Source: an optimization exercise on an open RTL-to-GDS flow (aim: small area and a short achievable clock period). Production flows keep margins and buffers that such runs may drop. In this exercise RTL edits were held to simulation tests only and were not proved equivalent to the original.

File: flow/run.sh
#!/bin/bash
# synth_recipe.tcl (not shown) runs the flow's synth.tcl, then flattens the netlist and writes it again
# the make line also repeats each setting of config.mk as NAME=value (left out here)
make -C /OpenROAD-flow-scripts/flow DESIGN_CONFIG=/design/flow/config.mk WORK_HOME=/design/flow/orfs CLKGATE_MAP_FILE= SYNTH_SCRIPT=/design/flow/synth_recipe.tcl finish
File: flow/constraint.sdc
create_clock -name core_clock -period 4.0 [get_ports {clk}]
set_input_delay 0.8000 -clock core_clock [delete_from_list [all_inputs] [get_ports {clk}]]
set_output_delay 0.8000 -clock core_clock [all_outputs]
set_load 0.01 [all_outputs]
File: flow/design.v
package qft_pkg;
    localparam int AMP_W = 8;
endpackage
`timescale 1ns/1ps
module qft_add9
(
    input  logic [8:0] a,
    input  logic [8:0] b,
    input  logic       k,
    output logic [8:0] t
);
    assign t = a + b + 9'(k);
endmodule
module qft_pre
#(
    parameter bit NEG = 1'b0
) (
    input  logic [8:0]  t,
    output logic [11:0] s2,
    output logic [11:0] c2,
    output logic        hi,
    output logic        lo,
    output logic        m80
);
    logic [11:0] u, x2, x3, s1, c1;
    logic        ge187, le_m187;
    assign u  = {{3{t[8]}}, t};
    if (NEG) begin : g_neg
        assign x2 = {u[9:0], 2'b00};
        assign x3 = {~u[7:0], 4'b1111};
    end else begin : g_pos
        assign x2 = {u[10:0], 1'b0};
        assign x3 = {u[8:0], 3'b000};
    end
    assign s1 = u ^ x2 ^ x3;
    assign c1 = {((u[10:0] & x2[10:0]) | (x3[10:0] & (u[10:0] ^ x2[10:0]))), NEG};
    assign s2 = s1;
    assign c2 = c1;
    assign ge187   = ~t[8] & t[7] & (t[6] | (t[5] & t[4] & t[3] & (t[2] | (t[1] & t[0]))));
    assign le_m187 =  t[8] & ~t[7] & (~t[6] | (~t[5] & ~t[4] & ~t[3] & (~t[2] | ~t[1])));
    assign hi = NEG ? le_m187 : ge187;
    assign lo = NEG ? ge187 : le_m187;
    assign m80 = lo | (t[8:1] == 8'hA3);
endmodule
module qft_post
(
    input  logic [11:0] s2,
    input  logic [11:0] c2,
    input  logic        hi,
    input  logic        lo,
    output logic [7:0]  y
);
    logic [11:0] p;
    assign p = s2 + c2;
    assign y = hi ? 8'h7f : (lo ? 8'h80 : p[11:4]);
endmodule
module qft_scale
#(
    parameter bit NEG = 1'b0
) (
    input  logic [8:0] t,
    output logic [7:0] y,
    output logic       m80
);
    logic [11:0] s2, c2;
    logic        hi, lo;
    qft_pre #(.NEG(NEG)) u_pre (.t(t), .s2(s2), .c2(c2), .hi(hi), .lo(lo), .m80(m80));
    qft_post u_post (.s2(s2), .c2(c2), .hi(hi), .lo(lo), .y(y));
endmodule
module qft_bfly
#(
    parameter bit NEG = 1'b0
) (
    input  logic [8:0] a,
    input  logic [8:0] b,
    input  logic       k,
    output logic [7:0] y,
    output logic       m80
);
    logic [8:0] t;
    qft_add9 u_add (.a(a), .b(b), .k(k), .t(t));
    qft_scale #(.NEG(NEG)) u_scale (.t(t), .y(y), .m80(m80));
endmodule
`timescale 1ns/1ps
module qft3_top
(
    input  logic        clk,
    input  logic        rst_n,
    input  logic        valid_i,
    input  logic [63:0] re_i,
    input  logic [63:0] im_i,
    output logic        valid_o,
    output logic [63:0] re_o,
    output logic [63:0] im_o
);
    logic [7:0] v_q;
    always_ff @(posedge clk or negedge rst_n) begin
        if (!rst_n) v_q <= '0;
        else        v_q <= {v_q[6:0], valid_i};
    end
    assign valid_o = v_q[7];
    logic [7:0] x_re0, x_im0;
    logic [7:0] x_re1, x_im1;
    logic [7:0] x_re2, x_im2;
    logic [7:0] x_re3, x_im3;
    logic [7:0] x_re4, x_im4;
    logic [7:0] x_re5, x_im5;
    logic [7:0] x_re6, x_im6;
    logic [7:0] x_re7, x_im7;
    logic [7:0] u1_h2_re0;
    logic       u1_h2_re0_m80;
    logic [8:0] u1_h2_re0_t;
    logic [7:0] u2_h2_im0;
    logic       u2_h2_im0_m80;
    logic [8:0] u2_h2_im0_t;
    logic [7:0] u3_h2_re4;
    logic       u3_h2_re4_m80;
    logic [8:0] u3_h2_re4_t;
    logic [7:0] u4_h2_im4;
    logic       u4_h2_im4_m80;
    logic [8:0] u4_h2_im4_t;
    logic [7:0] u5_h2_re1;
    logic       u5_h2_re1_m80;
    logic [8:0] u5_h2_re1_t;
    logic [7:0] u6_h2_im1;
    logic       u6_h2_im1_m80;
    logic [8:0] u6_h2_im1_t;
    logic [7:0] u7_h2_re5;
    logic       u7_h2_re5_m80;
    logic [8:0] u7_h2_re5_t;
    logic [7:0] u8_h2_im5;
    logic       u8_h2_im5_m80;
    logic [8:0] u8_h2_im5_t;
    logic [7:0] u9_h2_re2;
    logic       u9_h2_re2_m80;
    logic [8:0] u9_h2_re2_t;
    logic [7:0] u10_h2_im2;
    logic       u10_h2_im2_m80;
    logic [8:0] u10_h2_im2_t;
    logic [7:0] u11_h2_re6;
    logic       u11_h2_re6_m80;
    logic [8:0] u11_h2_re6_t;
    logic [7:0] u12_h2_im6;
    logic       u12_h2_im6_m80;
    logic [8:0] u12_h2_im6_t;
    logic [7:0] u13_h2_re3;
    logic       u13_h2_re3_m80;
    logic [8:0] u13_h2_re3_t;
    logic [7:0] u14_h2_im3;
    logic       u14_h2_im3_m80;
    logic [8:0] u14_h2_im3_t;
    logic [7:0] u15_h2_re7;
    logic       u15_h2_re7_m80;
    logic [8:0] u15_h2_re7_t;
    logic [7:0] u16_h2_im7;
    logic       u16_h2_im7_m80;
    logic [8:0] u16_h2_im7_t;
    logic [7:0] u17_cp_re5;
    logic       u17_cp_re5_m80;
    logic [8:0] u17_cp_re5_t;
    logic [7:0] u18_cp_im5;
    logic       u18_cp_im5_m80;
    logic [8:0] u18_cp_im5_t;
    logic [7:0] u19_cp_re7;
    logic       u19_cp_re7_m80;
    logic [8:0] u19_cp_re7_t;
    logic [7:0] u20_cp_im7;
    logic       u20_cp_im7_m80;
    logic [8:0] u20_cp_im7_t;
    logic [7:0] u21_h1_re0;
    logic       u21_h1_re0_m80;
    logic [8:0] u21_h1_re0_t;
    logic [7:0] u22_h1_im0;
    logic       u22_h1_im0_m80;
    logic [8:0] u22_h1_im0_t;
    logic [7:0] u23_h1_re2;
    logic       u23_h1_re2_m80;
    logic [8:0] u23_h1_re2_t;
    logic [7:0] u24_h1_im2;
    logic       u24_h1_im2_m80;
    logic [8:0] u24_h1_im2_t;
    logic [7:0] u25_h1_re1;
    logic       u25_h1_re1_m80;
    logic [8:0] u25_h1_re1_t;
    logic [7:0] u26_h1_im1;
    logic       u26_h1_im1_m80;
    logic [8:0] u26_h1_im1_t;
    logic [7:0] u27_h1_re3;
    logic       u27_h1_re3_m80;
    logic [8:0] u27_h1_re3_t;
    logic [7:0] u28_h1_im3;
    logic       u28_h1_im3_m80;
    logic [8:0] u28_h1_im3_t;
    logic [7:0] u29_h1_re4;
    logic       u29_h1_re4_m80;
    logic [8:0] u29_h1_re4_t;
    logic [7:0] u30_h1_im4;
    logic       u30_h1_im4_m80;
    logic [8:0] u30_h1_im4_t;
    logic [7:0] u31_h1_re6;
    logic       u31_h1_re6_m80;
    logic [8:0] u31_h1_re6_t;
    logic [7:0] u32_h1_im6;
    logic       u32_h1_im6_m80;
    logic [8:0] u32_h1_im6_t;
    logic [7:0] u33_h1_re5;
    logic       u33_h1_re5_m80;
    logic [8:0] u33_h1_re5_t;
    logic [7:0] u34_h1_im5;
    logic       u34_h1_im5_m80;
    logic [8:0] u34_h1_im5_t;
    logic [7:0] u35_h1_re7;
    logic       u35_h1_re7_m80;
    logic [8:0] u35_h1_re7_t;
    logic [7:0] u36_h1_im7;
    logic       u36_h1_im7_m80;
    logic [8:0] u36_h1_im7_t;
    logic [7:0] u37_h0_re0;
    logic       u37_h0_re0_m80;
    logic [8:0] u37_h0_re0_t;
    logic [7:0] u38_h0_im0;
    logic       u38_h0_im0_m80;
    logic [8:0] u38_h0_im0_t;
    logic [7:0] u39_h0_re1;
    logic       u39_h0_re1_m80;
    logic [8:0] u39_h0_re1_t;
    logic [7:0] u40_h0_im1;
    logic       u40_h0_im1_m80;
    logic [8:0] u40_h0_im1_t;
    logic [7:0] u41_h0_re2;
    logic       u41_h0_re2_m80;
    logic [8:0] u41_h0_re2_t;
    logic [7:0] u42_h0_im2;
    logic       u42_h0_im2_m80;
    logic [8:0] u42_h0_im2_t;
    logic [7:0] u43_h0_re3;
    logic       u43_h0_re3_m80;
    logic [8:0] u43_h0_re3_t;
    logic [7:0] u44_h0_im3;
    logic       u44_h0_im3_m80;
    logic [8:0] u44_h0_im3_t;
    logic [7:0] u45_h0_re4;
    logic       u45_h0_re4_m80;
    logic [8:0] u45_h0_re4_t;
    logic [7:0] u46_h0_im4;
    logic       u46_h0_im4_m80;
    logic [8:0] u46_h0_im4_t;
    logic [7:0] u47_h0_re5;
    logic       u47_h0_re5_m80;
    logic [8:0] u47_h0_re5_t;
    logic [7:0] u48_h0_im5;
    logic       u48_h0_im5_m80;
    logic [8:0] u48_h0_im5_t;
    logic [7:0] u49_h0_re6;
    logic       u49_h0_re6_m80;
    logic [8:0] u49_h0_re6_t;
    logic [7:0] u50_h0_im6;
    logic       u50_h0_im6_m80;
    logic [8:0] u50_h0_im6_t;
    logic [7:0] u51_h0_re7;
    logic       u51_h0_re7_m80;
    logic [8:0] u51_h0_re7_t;
    logic [7:0] u52_h0_im7;
    logic       u52_h0_im7_m80;
    logic [8:0] u52_h0_im7_t;
    logic [8:0] u1_h2_re0_t_d1;
    logic [8:0] u2_h2_im0_t_d1;
    logic [8:0] u3_h2_re4_t_d1;
    logic [8:0] u4_h2_im4_t_d1;
    logic [8:0] u5_h2_re1_t_d1;
    logic [8:0] u6_h2_im1_t_d1;
    logic [8:0] u7_h2_re5_t_d1;
    logic [8:0] u8_h2_im5_t_d1;
    logic [8:0] u9_h2_re2_t_d1;
    logic [8:0] u10_h2_im2_t_d1;
    logic [8:0] u11_h2_re6_t_d1;
    logic [8:0] u12_h2_im6_t_d1;
    logic [8:0] u13_h2_re3_t_d1;
    logic [8:0] u14_h2_im3_t_d1;
    logic [8:0] u15_h2_re7_t_d1;
    logic [8:0] u16_h2_im7_t_d1;
    logic [7:0] u7_h2_re5_d2;
    logic [7:0] u8_h2_im5_d2;
    logic [8:0] u17_cp_re5_t_d3;
    logic [8:0] u18_cp_im5_t_d3;
    logic [7:0] u16_h2_im7_d2;
    logic       u16_h2_im7_m80_d2;
    logic [7:0] u15_h2_re7_d2;
    logic [8:0] u19_cp_re7_t_d3;
    logic [8:0] u20_cp_im7_t_d3;
    logic [7:0] u1_h2_re0_d2;
    logic [7:0] u1_h2_re0_d3;
    logic [7:0] u1_h2_re0_d4;
    logic [7:0] u9_h2_re2_d2;
    logic [7:0] u9_h2_re2_d3;
    logic [7:0] u9_h2_re2_d4;
    logic [8:0] u21_h1_re0_t_d5;
    logic [7:0] u2_h2_im0_d2;
    logic [7:0] u2_h2_im0_d3;
    logic [7:0] u2_h2_im0_d4;
    logic [7:0] u10_h2_im2_d2;
    logic [7:0] u10_h2_im2_d3;
    logic [7:0] u10_h2_im2_d4;
    logic [8:0] u22_h1_im0_t_d5;
    logic [8:0] u23_h1_re2_t_d5;
    logic [8:0] u24_h1_im2_t_d5;
    logic [7:0] u5_h2_re1_d2;
    logic [7:0] u5_h2_re1_d3;
    logic [7:0] u5_h2_re1_d4;
    logic [7:0] u13_h2_re3_d2;
    logic [7:0] u13_h2_re3_d3;
    logic [7:0] u13_h2_re3_d4;
    logic [8:0] u25_h1_re1_t_d5;
    logic [7:0] u6_h2_im1_d2;
    logic [7:0] u6_h2_im1_d3;
    logic [7:0] u6_h2_im1_d4;
    logic [7:0] u14_h2_im3_d2;
    logic [7:0] u14_h2_im3_d3;
    logic [7:0] u14_h2_im3_d4;
    logic [8:0] u26_h1_im1_t_d5;
    logic [8:0] u27_h1_re3_t_d5;
    logic [8:0] u28_h1_im3_t_d5;
    logic [7:0] u3_h2_re4_d2;
    logic [7:0] u3_h2_re4_d3;
    logic [7:0] u3_h2_re4_d4;
    logic [7:0] u12_h2_im6_d2;
    logic [7:0] u12_h2_im6_d3;
    logic [7:0] u12_h2_im6_d4;
    logic       u12_h2_im6_m80_d2;
    logic       u12_h2_im6_m80_d3;
    logic       u12_h2_im6_m80_d4;
    logic [8:0] u29_h1_re4_t_d5;
    logic [7:0] u4_h2_im4_d2;
    logic [7:0] u4_h2_im4_d3;
    logic [7:0] u4_h2_im4_d4;
    logic [7:0] u11_h2_re6_d2;
    logic [7:0] u11_h2_re6_d3;
    logic [7:0] u11_h2_re6_d4;
    logic [8:0] u30_h1_im4_t_d5;
    logic [8:0] u31_h1_re6_t_d5;
    logic [8:0] u32_h1_im6_t_d5;
    logic [7:0] u17_cp_re5_d4;
    logic [7:0] u19_cp_re7_d4;
    logic [8:0] u33_h1_re5_t_d5;
    logic [7:0] u18_cp_im5_d4;
    logic [7:0] u20_cp_im7_d4;
    logic [8:0] u34_h1_im5_t_d5;
    logic [8:0] u35_h1_re7_t_d5;
    logic [8:0] u36_h1_im7_t_d5;
    logic [7:0] u21_h1_re0_d6;
    logic [7:0] u25_h1_re1_d6;
    logic [8:0] u37_h0_re0_t_d7;
    logic [7:0] u22_h1_im0_d6;
    logic [7:0] u26_h1_im1_d6;
    logic [8:0] u38_h0_im0_t_d7;
    logic [8:0] u39_h0_re1_t_d7;
    logic [8:0] u40_h0_im1_t_d7;
    logic [7:0] u23_h1_re2_d6;
    logic [7:0] u28_h1_im3_d6;
    logic       u28_h1_im3_m80_d6;
    logic [8:0] u41_h0_re2_t_d7;
    logic [7:0] u24_h1_im2_d6;
    logic [7:0] u27_h1_re3_d6;
    logic [8:0] u42_h0_im2_t_d7;
    logic [8:0] u43_h0_re3_t_d7;
    logic [8:0] u44_h0_im3_t_d7;
    logic [7:0] u29_h1_re4_d6;
    logic [7:0] u33_h1_re5_d6;
    logic [8:0] u45_h0_re4_t_d7;
    logic [7:0] u30_h1_im4_d6;
    logic [7:0] u34_h1_im5_d6;
    logic [8:0] u46_h0_im4_t_d7;
    logic [8:0] u47_h0_re5_t_d7;
    logic [8:0] u48_h0_im5_t_d7;
    logic [7:0] u31_h1_re6_d6;
    logic [7:0] u36_h1_im7_d6;
    logic       u36_h1_im7_m80_d6;
    logic [8:0] u49_h0_re6_t_d7;
    logic [7:0] u32_h1_im6_d6;
    logic [7:0] u35_h1_re7_d6;
    logic [8:0] u50_h0_im6_t_d7;
    logic [8:0] u51_h0_re7_t_d7;
    logic [8:0] u52_h0_im7_t_d7;
    logic [7:0] u37_h0_re0_d8;
    logic [7:0] u38_h0_im0_d8;
    logic [7:0] u45_h0_re4_d8;
    logic [7:0] u46_h0_im4_d8;
    logic [7:0] u41_h0_re2_d8;
    logic [7:0] u42_h0_im2_d8;
    logic [7:0] u49_h0_re6_d8;
    logic [7:0] u50_h0_im6_d8;
    logic [7:0] u39_h0_re1_d8;
    logic [7:0] u40_h0_im1_d8;
    logic [7:0] u47_h0_re5_d8;
    logic [7:0] u48_h0_im5_d8;
    logic [7:0] u43_h0_re3_d8;
    logic [7:0] u44_h0_im3_d8;
    logic [7:0] u51_h0_re7_d8;
    logic [7:0] u52_h0_im7_d8;
    assign x_re0 = re_i[7:0];
    assign x_im0 = im_i[7:0];
    assign x_re1 = re_i[15:8];
    assign x_im1 = im_i[15:8];
    assign x_re2 = re_i[23:16];
    assign x_im2 = im_i[23:16];
    assign x_re3 = re_i[31:24];
    assign x_im3 = im_i[31:24];
    assign x_re4 = re_i[39:32];
    assign x_im4 = im_i[39:32];
    assign x_re5 = re_i[47:40];
    assign x_im5 = im_i[47:40];
    assign x_re6 = re_i[55:48];
    assign x_im6 = im_i[55:48];
    assign x_re7 = re_i[63:56];
    assign x_im7 = im_i[63:56];
    qft_add9 u_u1_h2_re0_a (.a({x_re0[7], x_re0}), .b({x_re4[7], x_re4}), .k(1'b0), .t(u1_h2_re0_t));
    qft_scale #(.NEG(0)) u_u1_h2_re0_s (.t(u1_h2_re0_t_d1), .y(u1_h2_re0), .m80(u1_h2_re0_m80));
    qft_add9 u_u2_h2_im0_a (.a({x_im0[7], x_im0}), .b({x_im4[7], x_im4}), .k(1'b0), .t(u2_h2_im0_t));
    qft_scale #(.NEG(0)) u_u2_h2_im0_s (.t(u2_h2_im0_t_d1), .y(u2_h2_im0), .m80(u2_h2_im0_m80));
    qft_add9 u_u3_h2_re4_a (.a({x_re0[7], x_re0}), .b(~{x_re4[7], x_re4}), .k(1'b1), .t(u3_h2_re4_t));
    qft_scale #(.NEG(0)) u_u3_h2_re4_s (.t(u3_h2_re4_t_d1), .y(u3_h2_re4), .m80(u3_h2_re4_m80));
    qft_add9 u_u4_h2_im4_a (.a({x_im0[7], x_im0}), .b(~{x_im4[7], x_im4}), .k(1'b1), .t(u4_h2_im4_t));
    qft_scale #(.NEG(0)) u_u4_h2_im4_s (.t(u4_h2_im4_t_d1), .y(u4_h2_im4), .m80(u4_h2_im4_m80));
    qft_add9 u_u5_h2_re1_a (.a({x_re1[7], x_re1}), .b({x_re5[7], x_re5}), .k(1'b0), .t(u5_h2_re1_t));
    qft_scale #(.NEG(0)) u_u5_h2_re1_s (.t(u5_h2_re1_t_d1), .y(u5_h2_re1), .m80(u5_h2_re1_m80));
    qft_add9 u_u6_h2_im1_a (.a({x_im1[7], x_im1}), .b({x_im5[7], x_im5}), .k(1'b0), .t(u6_h2_im1_t));
    qft_scale #(.NEG(0)) u_u6_h2_im1_s (.t(u6_h2_im1_t_d1), .y(u6_h2_im1), .m80(u6_h2_im1_m80));
    qft_add9 u_u7_h2_re5_a (.a({x_re1[7], x_re1}), .b(~{x_re5[7], x_re5}), .k(1'b1), .t(u7_h2_re5_t));
    qft_scale #(.NEG(0)) u_u7_h2_re5_s (.t(u7_h2_re5_t_d1), .y(u7_h2_re5), .m80(u7_h2_re5_m80));
    qft_add9 u_u8_h2_im5_a (.a({x_im1[7], x_im1}), .b(~{x_im5[7], x_im5}), .k(1'b1), .t(u8_h2_im5_t));
    qft_scale #(.NEG(0)) u_u8_h2_im5_s (.t(u8_h2_im5_t_d1), .y(u8_h2_im5), .m80(u8_h2_im5_m80));
    qft_add9 u_u9_h2_re2_a (.a({x_re2[7], x_re2}), .b({x_re6[7], x_re6}), .k(1'b0), .t(u9_h2_re2_t));
    qft_scale #(.NEG(0)) u_u9_h2_re2_s (.t(u9_h2_re2_t_d1), .y(u9_h2_re2), .m80(u9_h2_re2_m80));
    qft_add9 u_u10_h2_im2_a (.a({x_im2[7], x_im2}), .b({x_im6[7], x_im6}), .k(1'b0), .t(u10_h2_im2_t));
    qft_scale #(.NEG(0)) u_u10_h2_im2_s (.t(u10_h2_im2_t_d1), .y(u10_h2_im2), .m80(u10_h2_im2_m80));
    qft_add9 u_u11_h2_re6_a (.a({x_re2[7], x_re2}), .b(~{x_re6[7], x_re6}), .k(1'b1), .t(u11_h2_re6_t));
    qft_scale #(.NEG(0)) u_u11_h2_re6_s (.t(u11_h2_re6_t_d1), .y(u11_h2_re6), .m80(u11_h2_re6_m80));
    qft_add9 u_u12_h2_im6_a (.a({x_im2[7], x_im2}), .b(~{x_im6[7], x_im6}), .k(1'b1), .t(u12_h2_im6_t));
    qft_scale #(.NEG(0)) u_u12_h2_im6_s (.t(u12_h2_im6_t_d1), .y(u12_h2_im6), .m80(u12_h2_im6_m80));
    qft_add9 u_u13_h2_re3_a (.a({x_re3[7], x_re3}), .b({x_re7[7], x_re7}), .k(1'b0), .t(u13_h2_re3_t));
    qft_scale #(.NEG(0)) u_u13_h2_re3_s (.t(u13_h2_re3_t_d1), .y(u13_h2_re3), .m80(u13_h2_re3_m80));
    qft_add9 u_u14_h2_im3_a (.a({x_im3[7], x_im3}), .b({x_im7[7], x_im7}), .k(1'b0), .t(u14_h2_im3_t));
    qft_scale #(.NEG(0)) u_u14_h2_im3_s (.t(u14_h2_im3_t_d1), .y(u14_h2_im3), .m80(u14_h2_im3_m80));
    qft_add9 u_u15_h2_re7_a (.a({x_re3[7], x_re3}), .b(~{x_re7[7], x_re7}), .k(1'b1), .t(u15_h2_re7_t));
    qft_scale #(.NEG(0)) u_u15_h2_re7_s (.t(u15_h2_re7_t_d1), .y(u15_h2_re7), .m80(u15_h2_re7_m80));
    qft_add9 u_u16_h2_im7_a (.a({x_im3[7], x_im3}), .b(~{x_im7[7], x_im7}), .k(1'b1), .t(u16_h2_im7_t));
    qft_scale #(.NEG(0)) u_u16_h2_im7_s (.t(u16_h2_im7_t_d1), .y(u16_h2_im7), .m80(u16_h2_im7_m80));
    qft_add9 u_u17_cp_re5_a (.a({u7_h2_re5_d2[7], u7_h2_re5_d2}), .b(~{u8_h2_im5_d2[7], u8_h2_im5_d2}), .k(1'b1), .t(u17_cp_re5_t));
    qft_scale #(.NEG(0)) u_u17_cp_re5_s (.t(u17_cp_re5_t_d3), .y(u17_cp_re5), .m80(u17_cp_re5_m80));
    qft_add9 u_u18_cp_im5_a (.a({u7_h2_re5_d2[7], u7_h2_re5_d2}), .b({u8_h2_im5_d2[7], u8_h2_im5_d2}), .k(1'b0), .t(u18_cp_im5_t));
    qft_scale #(.NEG(0)) u_u18_cp_im5_s (.t(u18_cp_im5_t_d3), .y(u18_cp_im5), .m80(u18_cp_im5_m80));
    qft_add9 u_u19_cp_re7_a (.a({u16_h2_im7_d2[7], u16_h2_im7_d2}), .b({u15_h2_re7_d2[7], u15_h2_re7_d2}), .k(u16_h2_im7_m80_d2), .t(u19_cp_re7_t));
    qft_scale #(.NEG(1)) u_u19_cp_re7_s (.t(u19_cp_re7_t_d3), .y(u19_cp_re7), .m80(u19_cp_re7_m80));
    qft_add9 u_u20_cp_im7_a (.a(~{u16_h2_im7_d2[7], u16_h2_im7_d2}), .b({u15_h2_re7_d2[7], u15_h2_re7_d2}), .k(~u16_h2_im7_m80_d2), .t(u20_cp_im7_t));
    qft_scale #(.NEG(0)) u_u20_cp_im7_s (.t(u20_cp_im7_t_d3), .y(u20_cp_im7), .m80(u20_cp_im7_m80));
    qft_add9 u_u21_h1_re0_a (.a({u1_h2_re0_d4[7], u1_h2_re0_d4}), .b({u9_h2_re2_d4[7], u9_h2_re2_d4}), .k(1'b0), .t(u21_h1_re0_t));
    qft_scale #(.NEG(0)) u_u21_h1_re0_s (.t(u21_h1_re0_t_d5), .y(u21_h1_re0), .m80(u21_h1_re0_m80));
    qft_add9 u_u22_h1_im0_a (.a({u2_h2_im0_d4[7], u2_h2_im0_d4}), .b({u10_h2_im2_d4[7], u10_h2_im2_d4}), .k(1'b0), .t(u22_h1_im0_t));
    qft_scale #(.NEG(0)) u_u22_h1_im0_s (.t(u22_h1_im0_t_d5), .y(u22_h1_im0), .m80(u22_h1_im0_m80));
    qft_add9 u_u23_h1_re2_a (.a({u1_h2_re0_d4[7], u1_h2_re0_d4}), .b(~{u9_h2_re2_d4[7], u9_h2_re2_d4}), .k(1'b1), .t(u23_h1_re2_t));
    qft_scale #(.NEG(0)) u_u23_h1_re2_s (.t(u23_h1_re2_t_d5), .y(u23_h1_re2), .m80(u23_h1_re2_m80));
    qft_add9 u_u24_h1_im2_a (.a({u2_h2_im0_d4[7], u2_h2_im0_d4}), .b(~{u10_h2_im2_d4[7], u10_h2_im2_d4}), .k(1'b1), .t(u24_h1_im2_t));
    qft_scale #(.NEG(0)) u_u24_h1_im2_s (.t(u24_h1_im2_t_d5), .y(u24_h1_im2), .m80(u24_h1_im2_m80));
    qft_add9 u_u25_h1_re1_a (.a({u5_h2_re1_d4[7], u5_h2_re1_d4}), .b({u13_h2_re3_d4[7], u13_h2_re3_d4}), .k(1'b0), .t(u25_h1_re1_t));
    qft_scale #(.NEG(0)) u_u25_h1_re1_s (.t(u25_h1_re1_t_d5), .y(u25_h1_re1), .m80(u25_h1_re1_m80));
    qft_add9 u_u26_h1_im1_a (.a({u6_h2_im1_d4[7], u6_h2_im1_d4}), .b({u14_h2_im3_d4[7], u14_h2_im3_d4}), .k(1'b0), .t(u26_h1_im1_t));
    qft_scale #(.NEG(0)) u_u26_h1_im1_s (.t(u26_h1_im1_t_d5), .y(u26_h1_im1), .m80(u26_h1_im1_m80));
    qft_add9 u_u27_h1_re3_a (.a({u5_h2_re1_d4[7], u5_h2_re1_d4}), .b(~{u13_h2_re3_d4[7], u13_h2_re3_d4}), .k(1'b1), .t(u27_h1_re3_t));
    qft_scale #(.NEG(0)) u_u27_h1_re3_s (.t(u27_h1_re3_t_d5), .y(u27_h1_re3), .m80(u27_h1_re3_m80));
    qft_add9 u_u28_h1_im3_a (.a({u6_h2_im1_d4[7], u6_h2_im1_d4}), .b(~{u14_h2_im3_d4[7], u14_h2_im3_d4}), .k(1'b1), .t(u28_h1_im3_t));
    qft_scale #(.NEG(0)) u_u28_h1_im3_s (.t(u28_h1_im3_t_d5), .y(u28_h1_im3), .m80(u28_h1_im3_m80));
    qft_add9 u_u29_h1_re4_a (.a({u3_h2_re4_d4[7], u3_h2_re4_d4}), .b(~{u12_h2_im6_d4[7], u12_h2_im6_d4}), .k(~u12_h2_im6_m80_d4), .t(u29_h1_re4_t));
    qft_scale #(.NEG(0)) u_u29_h1_re4_s (.t(u29_h1_re4_t_d5), .y(u29_h1_re4), .m80(u29_h1_re4_m80));
    qft_add9 u_u30_h1_im4_a (.a({u4_h2_im4_d4[7], u4_h2_im4_d4}), .b({u11_h2_re6_d4[7], u11_h2_re6_d4}), .k(1'b0), .t(u30_h1_im4_t));
    qft_scale #(.NEG(0)) u_u30_h1_im4_s (.t(u30_h1_im4_t_d5), .y(u30_h1_im4), .m80(u30_h1_im4_m80));
    qft_add9 u_u31_h1_re6_a (.a({u3_h2_re4_d4[7], u3_h2_re4_d4}), .b({u12_h2_im6_d4[7], u12_h2_im6_d4}), .k(u12_h2_im6_m80_d4), .t(u31_h1_re6_t));
    qft_scale #(.NEG(0)) u_u31_h1_re6_s (.t(u31_h1_re6_t_d5), .y(u31_h1_re6), .m80(u31_h1_re6_m80));
    qft_add9 u_u32_h1_im6_a (.a({u4_h2_im4_d4[7], u4_h2_im4_d4}), .b(~{u11_h2_re6_d4[7], u11_h2_re6_d4}), .k(1'b1), .t(u32_h1_im6_t));
    qft_scale #(.NEG(0)) u_u32_h1_im6_s (.t(u32_h1_im6_t_d5), .y(u32_h1_im6), .m80(u32_h1_im6_m80));
    qft_add9 u_u33_h1_re5_a (.a({u17_cp_re5_d4[7], u17_cp_re5_d4}), .b({u19_cp_re7_d4[7], u19_cp_re7_d4}), .k(1'b0), .t(u33_h1_re5_t));
    qft_scale #(.NEG(0)) u_u33_h1_re5_s (.t(u33_h1_re5_t_d5), .y(u33_h1_re5), .m80(u33_h1_re5_m80));
    qft_add9 u_u34_h1_im5_a (.a({u18_cp_im5_d4[7], u18_cp_im5_d4}), .b({u20_cp_im7_d4[7], u20_cp_im7_d4}), .k(1'b0), .t(u34_h1_im5_t));
    qft_scale #(.NEG(0)) u_u34_h1_im5_s (.t(u34_h1_im5_t_d5), .y(u34_h1_im5), .m80(u34_h1_im5_m80));
    qft_add9 u_u35_h1_re7_a (.a({u17_cp_re5_d4[7], u17_cp_re5_d4}), .b(~{u19_cp_re7_d4[7], u19_cp_re7_d4}), .k(1'b1), .t(u35_h1_re7_t));
    qft_scale #(.NEG(0)) u_u35_h1_re7_s (.t(u35_h1_re7_t_d5), .y(u35_h1_re7), .m80(u35_h1_re7_m80));
    qft_add9 u_u36_h1_im7_a (.a({u18_cp_im5_d4[7], u18_cp_im5_d4}), .b(~{u20_cp_im7_d4[7], u20_cp_im7_d4}), .k(1'b1), .t(u36_h1_im7_t));
    qft_scale #(.NEG(0)) u_u36_h1_im7_s (.t(u36_h1_im7_t_d5), .y(u36_h1_im7), .m80(u36_h1_im7_m80));
    qft_add9 u_u37_h0_re0_a (.a({u21_h1_re0_d6[7], u21_h1_re0_d6}), .b({u25_h1_re1_d6[7], u25_h1_re1_d6}), .k(1'b0), .t(u37_h0_re0_t));
    qft_scale #(.NEG(0)) u_u37_h0_re0_s (.t(u37_h0_re0_t_d7), .y(u37_h0_re0), .m80(u37_h0_re0_m80));
    qft_add9 u_u38_h0_im0_a (.a({u22_h1_im0_d6[7], u22_h1_im0_d6}), .b({u26_h1_im1_d6[7], u26_h1_im1_d6}), .k(1'b0), .t(u38_h0_im0_t));
    qft_scale #(.NEG(0)) u_u38_h0_im0_s (.t(u38_h0_im0_t_d7), .y(u38_h0_im0), .m80(u38_h0_im0_m80));
    qft_add9 u_u39_h0_re1_a (.a({u21_h1_re0_d6[7], u21_h1_re0_d6}), .b(~{u25_h1_re1_d6[7], u25_h1_re1_d6}), .k(1'b1), .t(u39_h0_re1_t));
    qft_scale #(.NEG(0)) u_u39_h0_re1_s (.t(u39_h0_re1_t_d7), .y(u39_h0_re1), .m80(u39_h0_re1_m80));
    qft_add9 u_u40_h0_im1_a (.a({u22_h1_im0_d6[7], u22_h1_im0_d6}), .b(~{u26_h1_im1_d6[7], u26_h1_im1_d6}), .k(1'b1), .t(u40_h0_im1_t));
    qft_scale #(.NEG(0)) u_u40_h0_im1_s (.t(u40_h0_im1_t_d7), .y(u40_h0_im1), .m80(u40_h0_im1_m80));
    qft_add9 u_u41_h0_re2_a (.a({u23_h1_re2_d6[7], u23_h1_re2_d6}), .b(~{u28_h1_im3_d6[7], u28_h1_im3_d6}), .k(~u28_h1_im3_m80_d6), .t(u41_h0_re2_t));
    qft_scale #(.NEG(0)) u_u41_h0_re2_s (.t(u41_h0_re2_t_d7), .y(u41_h0_re2), .m80(u41_h0_re2_m80));
    qft_add9 u_u42_h0_im2_a (.a({u24_h1_im2_d6[7], u24_h1_im2_d6}), .b({u27_h1_re3_d6[7], u27_h1_re3_d6}), .k(1'b0), .t(u42_h0_im2_t));
    qft_scale #(.NEG(0)) u_u42_h0_im2_s (.t(u42_h0_im2_t_d7), .y(u42_h0_im2), .m80(u42_h0_im2_m80));
    qft_add9 u_u43_h0_re3_a (.a({u23_h1_re2_d6[7], u23_h1_re2_d6}), .b({u28_h1_im3_d6[7], u28_h1_im3_d6}), .k(u28_h1_im3_m80_d6), .t(u43_h0_re3_t));
    qft_scale #(.NEG(0)) u_u43_h0_re3_s (.t(u43_h0_re3_t_d7), .y(u43_h0_re3), .m80(u43_h0_re3_m80));
    qft_add9 u_u44_h0_im3_a (.a({u24_h1_im2_d6[7], u24_h1_im2_d6}), .b(~{u27_h1_re3_d6[7], u27_h1_re3_d6}), .k(1'b1), .t(u44_h0_im3_t));
    qft_scale #(.NEG(0)) u_u44_h0_im3_s (.t(u44_h0_im3_t_d7), .y(u44_h0_im3), .m80(u44_h0_im3_m80));
    qft_add9 u_u45_h0_re4_a (.a({u29_h1_re4_d6[7], u29_h1_re4_d6}), .b({u33_h1_re5_d6[7], u33_h1_re5_d6}), .k(1'b0), .t(u45_h0_re4_t));
    qft_scale #(.NEG(0)) u_u45_h0_re4_s (.t(u45_h0_re4_t_d7), .y(u45_h0_re4), .m80(u45_h0_re4_m80));
    qft_add9 u_u46_h0_im4_a (.a({u30_h1_im4_d6[7], u30_h1_im4_d6}), .b({u34_h1_im5_d6[7], u34_h1_im5_d6}), .k(1'b0), .t(u46_h0_im4_t));
    qft_scale #(.NEG(0)) u_u46_h0_im4_s (.t(u46_h0_im4_t_d7), .y(u46_h0_im4), .m80(u46_h0_im4_m80));
    qft_add9 u_u47_h0_re5_a (.a({u29_h1_re4_d6[7], u29_h1_re4_d6}), .b(~{u33_h1_re5_d6[7], u33_h1_re5_d6}), .k(1'b1), .t(u47_h0_re5_t));
    qft_scale #(.NEG(0)) u_u47_h0_re5_s (.t(u47_h0_re5_t_d7), .y(u47_h0_re5), .m80(u47_h0_re5_m80));
    qft_add9 u_u48_h0_im5_a (.a({u30_h1_im4_d6[7], u30_h1_im4_d6}), .b(~{u34_h1_im5_d6[7], u34_h1_im5_d6}), .k(1'b1), .t(u48_h0_im5_t));
    qft_scale #(.NEG(0)) u_u48_h0_im5_s (.t(u48_h0_im5_t_d7), .y(u48_h0_im5), .m80(u48_h0_im5_m80));
    qft_add9 u_u49_h0_re6_a (.a({u31_h1_re6_d6[7], u31_h1_re6_d6}), .b(~{u36_h1_im7_d6[7], u36_h1_im7_d6}), .k(~u36_h1_im7_m80_d6), .t(u49_h0_re6_t));
    qft_scale #(.NEG(0)) u_u49_h0_re6_s (.t(u49_h0_re6_t_d7), .y(u49_h0_re6), .m80(u49_h0_re6_m80));
    qft_add9 u_u50_h0_im6_a (.a({u32_h1_im6_d6[7], u32_h1_im6_d6}), .b({u35_h1_re7_d6[7], u35_h1_re7_d6}), .k(1'b0), .t(u50_h0_im6_t));
    qft_scale #(.NEG(0)) u_u50_h0_im6_s (.t(u50_h0_im6_t_d7), .y(u50_h0_im6), .m80(u50_h0_im6_m80));
    qft_add9 u_u51_h0_re7_a (.a({u31_h1_re6_d6[7], u31_h1_re6_d6}), .b({u36_h1_im7_d6[7], u36_h1_im7_d6}), .k(u36_h1_im7_m80_d6), .t(u51_h0_re7_t));
    qft_scale #(.NEG(0)) u_u51_h0_re7_s (.t(u51_h0_re7_t_d7), .y(u51_h0_re7), .m80(u51_h0_re7_m80));
    qft_add9 u_u52_h0_im7_a (.a({u32_h1_im6_d6[7], u32_h1_im6_d6}), .b(~{u35_h1_re7_d6[7], u35_h1_re7_d6}), .k(1'b1), .t(u52_h0_im7_t));
    qft_scale #(.NEG(0)) u_u52_h0_im7_s (.t(u52_h0_im7_t_d7), .y(u52_h0_im7), .m80(u52_h0_im7_m80));
    assign re_o[7:0] = u37_h0_re0_d8;
    assign im_o[7:0] = u38_h0_im0_d8;
    assign re_o[15:8] = u45_h0_re4_d8;
    assign im_o[15:8] = u46_h0_im4_d8;
    assign re_o[23:16] = u41_h0_re2_d8;
    assign im_o[23:16] = u42_h0_im2_d8;
    assign re_o[31:24] = u49_h0_re6_d8;
    assign im_o[31:24] = u50_h0_im6_d8;
    assign re_o[39:32] = u39_h0_re1_d8;
    assign im_o[39:32] = u40_h0_im1_d8;
    assign re_o[47:40] = u47_h0_re5_d8;
    assign im_o[47:40] = u48_h0_im5_d8;
    assign re_o[55:48] = u43_h0_re3_d8;
    assign im_o[55:48] = u44_h0_im3_d8;
    assign re_o[63:56] = u51_h0_re7_d8;
    assign im_o[63:56] = u52_h0_im7_d8;
    always_ff @(posedge clk) begin
        u1_h2_re0_t_d1 <= u1_h2_re0_t;
        u2_h2_im0_t_d1 <= u2_h2_im0_t;
        u3_h2_re4_t_d1 <= u3_h2_re4_t;
        u4_h2_im4_t_d1 <= u4_h2_im4_t;
        u5_h2_re1_t_d1 <= u5_h2_re1_t;
        u6_h2_im1_t_d1 <= u6_h2_im1_t;
        u7_h2_re5_t_d1 <= u7_h2_re5_t;
        u8_h2_im5_t_d1 <= u8_h2_im5_t;
        u9_h2_re2_t_d1 <= u9_h2_re2_t;
        u10_h2_im2_t_d1 <= u10_h2_im2_t;
        u11_h2_re6_t_d1 <= u11_h2_re6_t;
        u12_h2_im6_t_d1 <= u12_h2_im6_t;
        u13_h2_re3_t_d1 <= u13_h2_re3_t;
        u14_h2_im3_t_d1 <= u14_h2_im3_t;
        u15_h2_re7_t_d1 <= u15_h2_re7_t;
        u16_h2_im7_t_d1 <= u16_h2_im7_t;
        u7_h2_re5_d2 <= u7_h2_re5;
        u8_h2_im5_d2 <= u8_h2_im5;
        u17_cp_re5_t_d3 <= u17_cp_re5_t;
        u18_cp_im5_t_d3 <= u18_cp_im5_t;
        u16_h2_im7_d2 <= u16_h2_im7;
        u16_h2_im7_m80_d2 <= u16_h2_im7_m80;
        u15_h2_re7_d2 <= u15_h2_re7;
        u19_cp_re7_t_d3 <= u19_cp_re7_t;
        u20_cp_im7_t_d3 <= u20_cp_im7_t;
        u1_h2_re0_d2 <= u1_h2_re0;
        u1_h2_re0_d3 <= u1_h2_re0_d2;
        u1_h2_re0_d4 <= u1_h2_re0_d3;
        u9_h2_re2_d2 <= u9_h2_re2;
        u9_h2_re2_d3 <= u9_h2_re2_d2;
        u9_h2_re2_d4 <= u9_h2_re2_d3;
        u21_h1_re0_t_d5 <= u21_h1_re0_t;
        u2_h2_im0_d2 <= u2_h2_im0;
        u2_h2_im0_d3 <= u2_h2_im0_d2;
        u2_h2_im0_d4 <= u2_h2_im0_d3;
        u10_h2_im2_d2 <= u10_h2_im2;
        u10_h2_im2_d3 <= u10_h2_im2_d2;
        u10_h2_im2_d4 <= u10_h2_im2_d3;
        u22_h1_im0_t_d5 <= u22_h1_im0_t;
        u23_h1_re2_t_d5 <= u23_h1_re2_t;
        u24_h1_im2_t_d5 <= u24_h1_im2_t;
        u5_h2_re1_d2 <= u5_h2_re1;
        u5_h2_re1_d3 <= u5_h2_re1_d2;
        u5_h2_re1_d4 <= u5_h2_re1_d3;
        u13_h2_re3_d2 <= u13_h2_re3;
        u13_h2_re3_d3 <= u13_h2_re3_d2;
        u13_h2_re3_d4 <= u13_h2_re3_d3;
        u25_h1_re1_t_d5 <= u25_h1_re1_t;
        u6_h2_im1_d2 <= u6_h2_im1;
        u6_h2_im1_d3 <= u6_h2_im1_d2;
        u6_h2_im1_d4 <= u6_h2_im1_d3;
        u14_h2_im3_d2 <= u14_h2_im3;
        u14_h2_im3_d3 <= u14_h2_im3_d2;
        u14_h2_im3_d4 <= u14_h2_im3_d3;
        u26_h1_im1_t_d5 <= u26_h1_im1_t;
        u27_h1_re3_t_d5 <= u27_h1_re3_t;
        u28_h1_im3_t_d5 <= u28_h1_im3_t;
        u3_h2_re4_d2 <= u3_h2_re4;
        u3_h2_re4_d3 <= u3_h2_re4_d2;
        u3_h2_re4_d4 <= u3_h2_re4_d3;
        u12_h2_im6_d2 <= u12_h2_im6;
        u12_h2_im6_d3 <= u12_h2_im6_d2;
        u12_h2_im6_d4 <= u12_h2_im6_d3;
        u12_h2_im6_m80_d2 <= u12_h2_im6_m80;
        u12_h2_im6_m80_d3 <= u12_h2_im6_m80_d2;
        u12_h2_im6_m80_d4 <= u12_h2_im6_m80_d3;
        u29_h1_re4_t_d5 <= u29_h1_re4_t;
        u4_h2_im4_d2 <= u4_h2_im4;
        u4_h2_im4_d3 <= u4_h2_im4_d2;
        u4_h2_im4_d4 <= u4_h2_im4_d3;
        u11_h2_re6_d2 <= u11_h2_re6;
        u11_h2_re6_d3 <= u11_h2_re6_d2;
        u11_h2_re6_d4 <= u11_h2_re6_d3;
        u30_h1_im4_t_d5 <= u30_h1_im4_t;
        u31_h1_re6_t_d5 <= u31_h1_re6_t;
        u32_h1_im6_t_d5 <= u32_h1_im6_t;
        u17_cp_re5_d4 <= u17_cp_re5;
        u19_cp_re7_d4 <= u19_cp_re7;
        u33_h1_re5_t_d5 <= u33_h1_re5_t;
        u18_cp_im5_d4 <= u18_cp_im5;
        u20_cp_im7_d4 <= u20_cp_im7;
        u34_h1_im5_t_d5 <= u34_h1_im5_t;
        u35_h1_re7_t_d5 <= u35_h1_re7_t;
        u36_h1_im7_t_d5 <= u36_h1_im7_t;
        u21_h1_re0_d6 <= u21_h1_re0;
        u25_h1_re1_d6 <= u25_h1_re1;
        u37_h0_re0_t_d7 <= u37_h0_re0_t;
        u22_h1_im0_d6 <= u22_h1_im0;
        u26_h1_im1_d6 <= u26_h1_im1;
        u38_h0_im0_t_d7 <= u38_h0_im0_t;
        u39_h0_re1_t_d7 <= u39_h0_re1_t;
        u40_h0_im1_t_d7 <= u40_h0_im1_t;
        u23_h1_re2_d6 <= u23_h1_re2;
        u28_h1_im3_d6 <= u28_h1_im3;
        u28_h1_im3_m80_d6 <= u28_h1_im3_m80;
        u41_h0_re2_t_d7 <= u41_h0_re2_t;
        u24_h1_im2_d6 <= u24_h1_im2;
        u27_h1_re3_d6 <= u27_h1_re3;
        u42_h0_im2_t_d7 <= u42_h0_im2_t;
        u43_h0_re3_t_d7 <= u43_h0_re3_t;
        u44_h0_im3_t_d7 <= u44_h0_im3_t;
        u29_h1_re4_d6 <= u29_h1_re4;
        u33_h1_re5_d6 <= u33_h1_re5;
        u45_h0_re4_t_d7 <= u45_h0_re4_t;
        u30_h1_im4_d6 <= u30_h1_im4;
        u34_h1_im5_d6 <= u34_h1_im5;
        u46_h0_im4_t_d7 <= u46_h0_im4_t;
        u47_h0_re5_t_d7 <= u47_h0_re5_t;
        u48_h0_im5_t_d7 <= u48_h0_im5_t;
        u31_h1_re6_d6 <= u31_h1_re6;
        u36_h1_im7_d6 <= u36_h1_im7;
        u36_h1_im7_m80_d6 <= u36_h1_im7_m80;
        u49_h0_re6_t_d7 <= u49_h0_re6_t;
        u32_h1_im6_d6 <= u32_h1_im6;
        u35_h1_re7_d6 <= u35_h1_re7;
        u50_h0_im6_t_d7 <= u50_h0_im6_t;
        u51_h0_re7_t_d7 <= u51_h0_re7_t;
        u52_h0_im7_t_d7 <= u52_h0_im7_t;
        u37_h0_re0_d8 <= u37_h0_re0;
        u38_h0_im0_d8 <= u38_h0_im0;
        u45_h0_re4_d8 <= u45_h0_re4;
        u46_h0_im4_d8 <= u46_h0_im4;
        u41_h0_re2_d8 <= u41_h0_re2;
        u42_h0_im2_d8 <= u42_h0_im2;
        u49_h0_re6_d8 <= u49_h0_re6;
        u50_h0_im6_d8 <= u50_h0_im6;
        u39_h0_re1_d8 <= u39_h0_re1;
        u40_h0_im1_d8 <= u40_h0_im1;
        u47_h0_re5_d8 <= u47_h0_re5;
        u48_h0_im5_d8 <= u48_h0_im5;
        u43_h0_re3_d8 <= u43_h0_re3;
        u44_h0_im3_d8 <= u44_h0_im3;
        u51_h0_re7_d8 <= u51_h0_re7;
        u52_h0_im7_d8 <= u52_h0_im7;
    end
endmodule
File: flow/config.mk
export PLATFORM = sky130hd
export DESIGN_NAME = qft3_top
export DESIGN_NICKNAME = qft3_top
export VERILOG_FILES = /design/flow/design.v
export SDC_FILE = /design/flow/constraint.sdc
export NUM_CORES = 4
export LEC_CHECK = 0
export CAP_MARGIN = 20
export CORE_MARGIN = 2
export CORE_UTILIZATION = 40
export SLEW_MARGIN = 20
==> results of run 1 <==
==> routing by layer <==
| layer | vias up | global-route usage [%] |
|---|---|---|
| li1 | 23400 | - |
| met4 | 0 | 4.61 |
| met3 | 164 | 2.12 |
| met1 | 21000 | 21.4 |
| met5 | - | 0 |
| met2 | 537 | 25.4 |
==> cells in the final DEF (no fill, tap or decap), drive strengths merged, types with 29 or more instances in the layout <==
master / Yosys / layout
nor3b: 32 / 32
o21bai: 116 / 116
clkinv: 0 / 29
a21o: 74 / 74
a31oi: 39 / 39
o21ai: 572 / 572
fa: 372 / 372
a21oi: 429 / 429
nand3: 59 / 59
clkdlybuf4s50: 0 / 259
a21boi: 52 / 52
o31a: 31 / 31
nor2: 335 / 335
nor4: 43 / 43
o41a: 38 / 38
xor2: 258 / 258
o31ai: 41 / 41
nand2b: 78 / 78
nor2b: 129 / 129
clkbuf: 31 / 153
nand2: 248 / 248
nand4: 34 / 34
ha: 1095 / 1095
dfxtp: 1060 / 1060
o21a: 43 / 43
a41o: 50 / 50
nor3: 46 / 46
inv: 726 / 739
a211oi: 58 / 58
xnor2: 354 / 354
==> stage by stage <==
stage	hold WS (ns)	area, um2	instances	setup slack (ns)
after global routing	0.298	76100	9284	1.08
after floorplan	0.310	66600	6653	1.57
after CTS	0.239	76100	9284	1.27
after global placement	0.311	71800	9061	1.06
final	0.315	76100	9284	1.24
after detailed placement	0.312	71800	9061	1.06
==> critical path, cell delays in order (launching register included) <==
cell and delay, ns:
dfxtp_1 0.49, fa_1 0.48, ha_1 0.28, a41o_1 0.27
and2_1 0.19, a31o_2 0.29, o22ai_2 0.16, xnor2_1 0.09
o21ai_0 0.38
==> cell families after synthesis <==
logic type	after synthesis	synth area share, %
AO/OA/AOI/OAI	1701	16.3
XOR/XNOR	612	8.05
adder cells (fa/ha/maj)	1467	31.7
buffers and inverters	770	4.34
flip-flops	1068	32.2
AND/OR/NAND/NOR	1035	7.44
==> layout make-up <==
type / count / area share, %
multi-input combinational: 4815 / 55.6
sequential: 1068 / 28.1
clock buffer: 153 / 4.32
tap: 2189 / 3.60
inverter: 726 / 3.58
timing repair buffer: 263 / 3.45
clock inverter: 70 / 1.32
==> worst max-delay path by stage <==
stage	start	to	slack, ns
after global placement	im_i[8]	u8_h2_im5_t_d1[8]	1.06
after floorplan	u38_h0_im0_t_d7[4]	u38_h0_im0_d8[7]	1.57
after global routing	u39_h0_re1_t_d7[3]	u39_h0_re1_d8[5]	1.08
after CTS	u39_h0_re1_t_d7[3]	u39_h0_re1_d8[7]	1.27
final	u17_cp_re5_t_d3[3]	u17_cp_re5_d4[6]	1.24
after detailed placement	im_i[8]	u8_h2_im5_t_d1[8]	1.06
==> cell usage after synthesis, types with 10 or more instances <==
| cell type | number | area share (%) |
|---|---|---|
| nor4_1 | 43 | 0.40 |
| inv_1 | 726 | 4.1 |
| o21a_1 | 43 | 0.48 |
| xor2_1 | 258 | 3.4 |
| nor2_1 | 335 | 1.9 |
| a211oi_1 | 58 | 0.65 |
| o22ai_1 | 23 | 0.22 |
| o31a_1 | 31 | 0.41 |
| xnor2_1 | 354 | 4.7 |
| dfxtp_1 | 1060 | 32 |
| o41a_1 | 38 | 0.64 |
| fa_1 | 372 | 11 |
| o21ba_2 | 16 | 0.24 |
| o21bai_1 | 116 | 1.3 |
| o21ai_0 | 512 | 3.8 |
| nand4_1 | 34 | 0.32 |
| o31ai_2 | 16 | 0.30 |
| nor2b_1 | 129 | 1.2 |
| o31ai_1 | 25 | 0.28 |
| a21boi_1 | 51 | 0.57 |
| o41ai_1 | 23 | 0.30 |
| nor3b_1 | 32 | 0.36 |
| a41o_1 | 50 | 0.75 |
| a221oi_1 | 24 | 0.32 |
| ha_1 | 1095 | 21 |
| nand2_1 | 248 | 1.4 |
| nand3_1 | 59 | 0.44 |
| a31oi_1 | 38 | 0.36 |
| a21o_1 | 74 | 0.83 |
| nor3_1 | 46 | 0.35 |
| buf_1 | 10 | 0.056 |
| a21oi_1 | 425 | 3.2 |
| clkbuf_1 | 31 | 0.17 |
| o211ai_1 | 12 | 0.14 |
| o21ai_1 | 60 | 0.45 |
| nand2b_1 | 78 | 0.73 |
| a32oi_1 | 13 | 0.17 |
==> out/results.env, run 1 <==
SYNTH_AREA_PER_CELL_UM2=10.0
SLEW_VIOL_FINAL=0
DIE-AREA_UM2=170000
ACHIEVABLE-FREQUENCY_MHz=362
MAX-CLOCK-PATH-BUFFERS=3
AREA_OF_ALL_SEQUENTIAL_STANDARD_CELLS_UM2=21400
MOST_FREQUENTLY_USED_FLOP_MASTER_AFTER_SYNTHESIS='dfxtp_1'
HOLD_VIOL=0
IOS=260
ROW_COUNT=149
TRACK_USAGE_PCT=15.6
WORSTREGTOREGCELLS=8
AREA_OF_THE_MULTI_INPUT_GATES_UM2=42300
STARTPOINT_TYPES='flop'
GRT_PASS1_VIAS=44700
ROUTED_WIRELENGTH_MM=132
SYNTH_TO_FINAL_AREA_CHANGE_PCT=14.2
ANTENNA_VIOLATIONS_BEFORE_REPAIR=5
SETUP.WORST_PATH.CLASS='flop to flop'
POST_ROUTE_CELLS_DRIVE_ABOVE_1_SHARE_PCT=3.97
INSERTION_DELAY_NS=0.76
TRITONCTS.NUM_BUFFERS=118
WIRE_PER_INST_UM=14.3
HIGHEST-SIGNAL-LAYER='met4'
TIMING.FINAL.CRIT_PERIOD_NS=2.76
TIMING_WORST_SLEW_PIN_VALUE_NS=0.696
PIN_COUNT_OF_THE_BIGGEST_NET_ENTERING_GLOBAL_ROUTING=18
VIAS_PER_INST=4.85
SEQ_AREA_FRAC_SYNTH_PCT=32.2
CTS_TREE='built'
SYNTH.FF_LATCH_COUNT=1068
POSTSYNTH.ASYNCRESETSHARE_PCT=0.749
CTS-HOLD-FIX-BUFFERS=0
SYNTH_FP_NETS=8251
ROUTED-VIA-COUNT=45100
PORTBUFFERS=259
ANT_NETS=0
POST_SYNTH_INST_COUNT=6653
WORSTSETUPENDPOINTTYPE='flop'
CTSRESIZECOUNT=0
M1WIRELENGTH_MM=65.6
SYNTHESIS.AREA_UM2=66600
SETUP_VIOLATIONS=0
START_UTIL_PCT=40.3
STATUS='complete, no violations'
FINAL.PERIOD_UTILIZATION_PCT=69.0
WORST-PATH-MAX-FANOUT=5
HOLD_PATH.CLASS='input port to asynchronous set/reset pin'
R2R-START='u17_cp_re5_t_d3[3]'
RR_ENDPOINT='u17_cp_re5_d4[6]'
DP_HPWL_MM=109
DRC=0
FILL_CELLS=15600
CLOCK_SINK_COUNT=1068
GLOBALROUTEOVERFLOWTOTAL=0
TIMING.CRITICAL_PATH.ARRIVAL_NS=3.37
SETUP-TNS-FINAL_NS=0
MET3ROUTEDLENGTH_MM=4.41
GLOBAL_ROUTE_WIRE_LENGTH_BEFORE_REPAIR_MM=221
1ST_ITER_DRT_VIOLS=1850
REG2REG_SETUP_SLACK_NS=1.24
FINCLKSKEW_NS=0.0340
ROOT_BUFFER='clkbuf_16'
SLEW_LIMIT_HEADROOM_PCT=53.5
SYNTH.YOSYS.WARNINGS=1
NUM-NETS-FINAL=8590
MET2_LENGTH_MM=59.5
FLOORPLAN.CORE_AREA_UM2=165000
CTSHTREEMAXLEVEL=3
FP.DIEW_UM=412
VERT_DIE_DIM_UM=412
CTS.REPORTEDPATHS.CLKPINSLEW_NS=0.06
CP.REQUIRED_NS=4.61
UTILIZATION_PCT=46.1
SYNTH-EDFF-COUNT=0
GP_CONGESTION=0.859
NUM_ANTENNA_CELLS=0
DETAIL_ROUTE.FIRST_PASS.ITERATIONS=5
SYNTH_CELL_TYPES=62
UNREPAIRED_SETUP_ENDPOINTS_AFTER_GLOBAL_ROUTING='false'
CTS_POST_SETUP_BUFFERS_INSERTED=0
MAXCAPVIOLCOUNT=0
==> inputs of run 2 (changes only) <==
--- a/flow/config.mk
+++ b/flow/config.mk
@@ -7,5 +7,8 @@
 export LEC_CHECK = 0
 export CAP_MARGIN = 20
 export CORE_MARGIN = 2
-export CORE_UTILIZATION = 40
+export CORE_UTILIZATION = 55
+export CTS_CLUSTER_DIAMETER = 200
+export CTS_CLUSTER_SIZE = 30
+export SETUP_SLACK_MARGIN = 1.6
 export SLEW_MARGIN = 20
==> out/results.env, run 2 <==
STATUS='complete, no violations'
DETAIL_ROUTE.FIRST_PASS.ITERATIONS=5
TRACK_USAGE_PCT=20.7
WORSTREGTOREGCELLS=8
WORSTPATHCELLLIST='fa_1 -> ha_1 -> a41o_1 -> nand4_1 -> nand3_2 -> o31ai_4 -> nor3b_1 -> o41a_1'
MIN_DELAY_PATH_DEPTH=0
WIRE_PER_INST_UM=15.2
SETUP_VIOLATIONS=0
SYNTH.TOP_CELLS.BY_AREA='dfxtp_1 (32%), ha_1 (21%), fa_1 (11%), xnor2_1 (4.7%), inv_1 (4.1%)'
ROUTED-VIA-COUNT=45200
SLEW_LIMIT_HEADROOM_PCT=49.5
ANTENNA_VIOLATIONS_BEFORE_REPAIR=1
NETLIST_TOP_CELLS_COUNT='ha_1 (1095), dfxtp_1 (1060), inv_1 (726), o21ai_0 (512), a21oi_1 (425)'
GRT_PASS1_VIAS=43600
ANT_NETS=0
MAX-CLOCK-PATH-BUFFERS=3
MOST_FREQUENT_CELLS_IN_THE_LAYOUT='ha_1 (1059), dfxtp_1 (768), inv_1 (724)'
STARTPOINT_TYPES='flop'
WORST-PATH-MAX-FANOUT=4
SYNTH_AREA_PER_CELL_UM2=10.0
DP_HPWL_MM=105
IOS=260
ROUTED_WIRELENGTH_MM=132
SLEW_VIOL_FINAL=0
WORSTSETUPENDPOINTTYPE='flop'
LAYOUT.CELLS.MOST_COMMON='ha_1'
SYNTHMOSTINSTANTIATEDCELL='ha_1'
FINCLKSKEW_NS=0.0249
R2R-START='u27_h1_re3_t_d5[0]'
SYNTH_CELL_TYPES=62
TIMING_WORST_SLEW_PIN_VALUE_NS=0.756
SYNTH_TO_FINAL_AREA_CHANGE_PCT=13.3
AREA_OF_THE_MULTI_INPUT_GATES_UM2=43900
FINAL.PERIOD_UTILIZATION_PCT=60.8
START_UTIL_PCT=55.5
SETUP.WORST_PATH.CLASS='flop to flop'
MAXCAPVIOLCOUNT=0
HOLD_PATH.STARTPOINT='u12_h2_im6_d3[0]'
CP.REQUIRED_NS=4.53
HOLD_VIOL=0
POSTSYNTH.ASYNCRESETSHARE_PCT=0.749
FLOORPLAN.CORE_AREA_UM2=120000
GLOBALROUTEOVERFLOWTOTAL=0
HOLD_PATH.CLASS='flop to flop'
GP_CONGESTION=0.846
NUM-NETS-FINAL=8640
PORTBUFFERS=259
PIN_COUNT_OF_THE_BIGGEST_NET_ENTERING_GLOBAL_ROUTING=32
ROOT_BUFFER='clkbuf_16'
HOLD_PATH_END='u12_h2_im6_d4[0]'
SYNTHESIS.AREA_UM2=66600
CTS.REPORTEDPATHS.CLKPINSLEW_NS=0.12
WORSTSETUPSTARTPOINT='u27_h1_re3_t_d5[0]'
INSERTION_DELAY_NS=0.67
GLOBAL_ROUTE_WIRE_LENGTH_BEFORE_REPAIR_MM=218
RR_ENDPOINT='u27_h1_re3_d6[7]'
VERT_DIE_DIM_UM=352
DIE-AREA_UM2=124000
CPMAXSTAGEDELAYCELL='fa_1'
POST_SYNTH_INST_COUNT=6653
CLOCK_SINK_COUNT=1068
NETLIST.AREA_LEADER.SHARE_PCT=31.9
SEQ_AREA_FRAC_SYNTH_PCT=32.2
1ST_ITER_DRT_VIOLS=1886
VIAS_PER_INST=5.22
CTSHTREEMAXLEVEL=2
TRITONCTS.NUM_BUFFERS=41
SYNTH_FP_NETS=8251
POST-PLACE-WS_NS=1.07
SYNTH-EDFF-COUNT=0
AREA_OF_ALL_SEQUENTIAL_STANDARD_CELLS_UM2=22100
SETUP-TNS-FINAL_NS=0
FP.DIEW_UM=352
CTS_TREE='built'
POST_ROUTE_CELLS_DRIVE_ABOVE_1_SHARE_PCT=10.7
TIMING.FINAL.CRIT_PERIOD_NS=2.43
FILL_CELLS=10200
CTS-HOLD-FIX-BUFFERS=0
SYNTH.YOSYS.WARNINGS=1
ACHIEVABLE-FREQUENCY_MHz=411
FINAL_CRITICAL_PATH_SETUP_SLACK_NS=1.57
ROW_COUNT=127
LAYOUTNONFILLERINSTCOUNT=8659
SYNTH.FF_LATCH_COUNT=1068
REG2REG_SETUP_SLACK_NS=1.57
PLACEDCELLCOUNT=8484
TIMING.CRITICAL_PATH.ARRIVAL_NS=2.96
UNREPAIRED_SETUP_ENDPOINTS_AFTER_GLOBAL_ROUTING='true'
MOST_FREQUENTLY_USED_FLOP_MASTER_AFTER_SYNTHESIS='dfxtp_1'
DELAY_OF_THE_SLOWEST_CELL_ON_THE_WORST_PATH_NS=0.49
SYNTH_TOP_CELL_BY_AREA='dfxtp_1'
DRC=0
-- run 2: layer usage --
metal  track usage [%]  part of all wire (%)  up-vias
li1                  -                     -    23400
met1              29.8                    50    21100
met2              34.2                    46      518
met3              2.05                   2.6      108
met4              3.41                   1.5        0
met5                 0                     0        -
-- run 2: critical path: cells and delay by family, from the launching register on --
| family | cells | cell delay [ns] |
|---|---|---|
| AO/OA/AOI/OAI | 3 | 0.83 |
| AND/OR/NAND/NOR | 3 | 0.28 |
| flip-flops | 1 | 0.39 |
| adder cells (fa/ha/maj) | 2 | 0.79 |
-- run 2: what timing repair did --
action                                  4_1_cts  5_1_grt
gates resized for setup                     372      394
endpoints found under the setup margin      193      211
setup buffers                                68       59
pin swaps                                    75      165
-- run 2: worst max path at each step --
| stage | cells after the start | endpoint | slack [ns] |
|---|---|---|---|
| floorplan | 8 | u20_cp_im7_d4[7] | 1.60 |
| global placement | 10 | u8_h2_im5_t_d1[8] | 1.09 |
| detailed placement | 10 | u7_h2_re5_t_d1[8] | 1.07 |
| global route | 8 | u2_h2_im0_d2[7] | 1.46 |
| CTS | 8 | u27_h1_re3_d6[7] | 1.44 |
| finish | 8 | u27_h1_re3_d6[7] | 1.57 |
-- run 2: final cells by class --
| class | count | share of cell area [%] |
|---|---|---|
| diodes | 1 | 0.00332 |
| clock buffers | 45 | 1.44 |
| clock inverters | 2 | 0.0332 |
| inverters | 726 | 3.61 |
| multi-input cells | 4815 | 58.2 |
| flip-flops and latches | 1068 | 29.3 |
| well taps | 1612 | 2.67 |
| repair buffers | 390 | 4.77 |
-- run 2: cells by family after synthesis --
| group | after synthesis | synth area share (%) |
|---|---|---|
| flops | 1068 | 32.2 |
| xor+xnor | 612 | 8.05 |
| compound gates | 1701 | 16.3 |
| fa+ha+maj | 1467 | 31.7 |
| simple gates | 1035 | 7.44 |
| buf+inv | 770 | 4.34 |
-- run 2: per-stage QoR --
| step | hold slack (ns) | cell area, um2 | util, % |
|---|---|---|---|
| after global routing | 0.315 | 75500 | 62.9 |
| after floorplan | 0.310 | 66600 | - |
| final | 0.318 | 75500 | 62.9 |
| after CTS | 0.313 | 73600 | 61.3 |
| after global placement | 0.311 | 71100 | 59.3 |
| after detailed placement | 0.312 | 71100 | 59.3 |

[what the ideal ports hide]
In the flow no input, the clock included, has a driving cell. The finished layouts below were timed again as built, in two steps.
Step 1 (the two cells are an assumption about what drives the block):
set clk [get_ports {clk}]
set_driving_cell -lib_cell sky130_fd_sc_hd__clkbuf_16 $clk
set_driving_cell -lib_cell sky130_fd_sc_hd__buf_2 [delete_from_list [all_inputs] $clk]
Step 2 moves the port delays by t, midway between the first and last clock arrival at a register: inputs arrive t later, outputs are due t later. That takes back most of the time a late clock gives input paths.
Three values: no drivers, after step 1, after step 2; two values: the first two.
run	shift t [ns]	setup slack, ns	latest minus earliest clock arrival (ns)
run 1	0.816	1.238 / 1.238 / 1.023	0.040 / 0.040
run 2	0.733	1.568 / 1.568 / 1.066	0.031 / 0.032
After both steps every run listed still meets setup and hold. The setup slack of run 2, which loses most, moves by 0.000 ns with the drivers and by -0.502 ns with both steps.
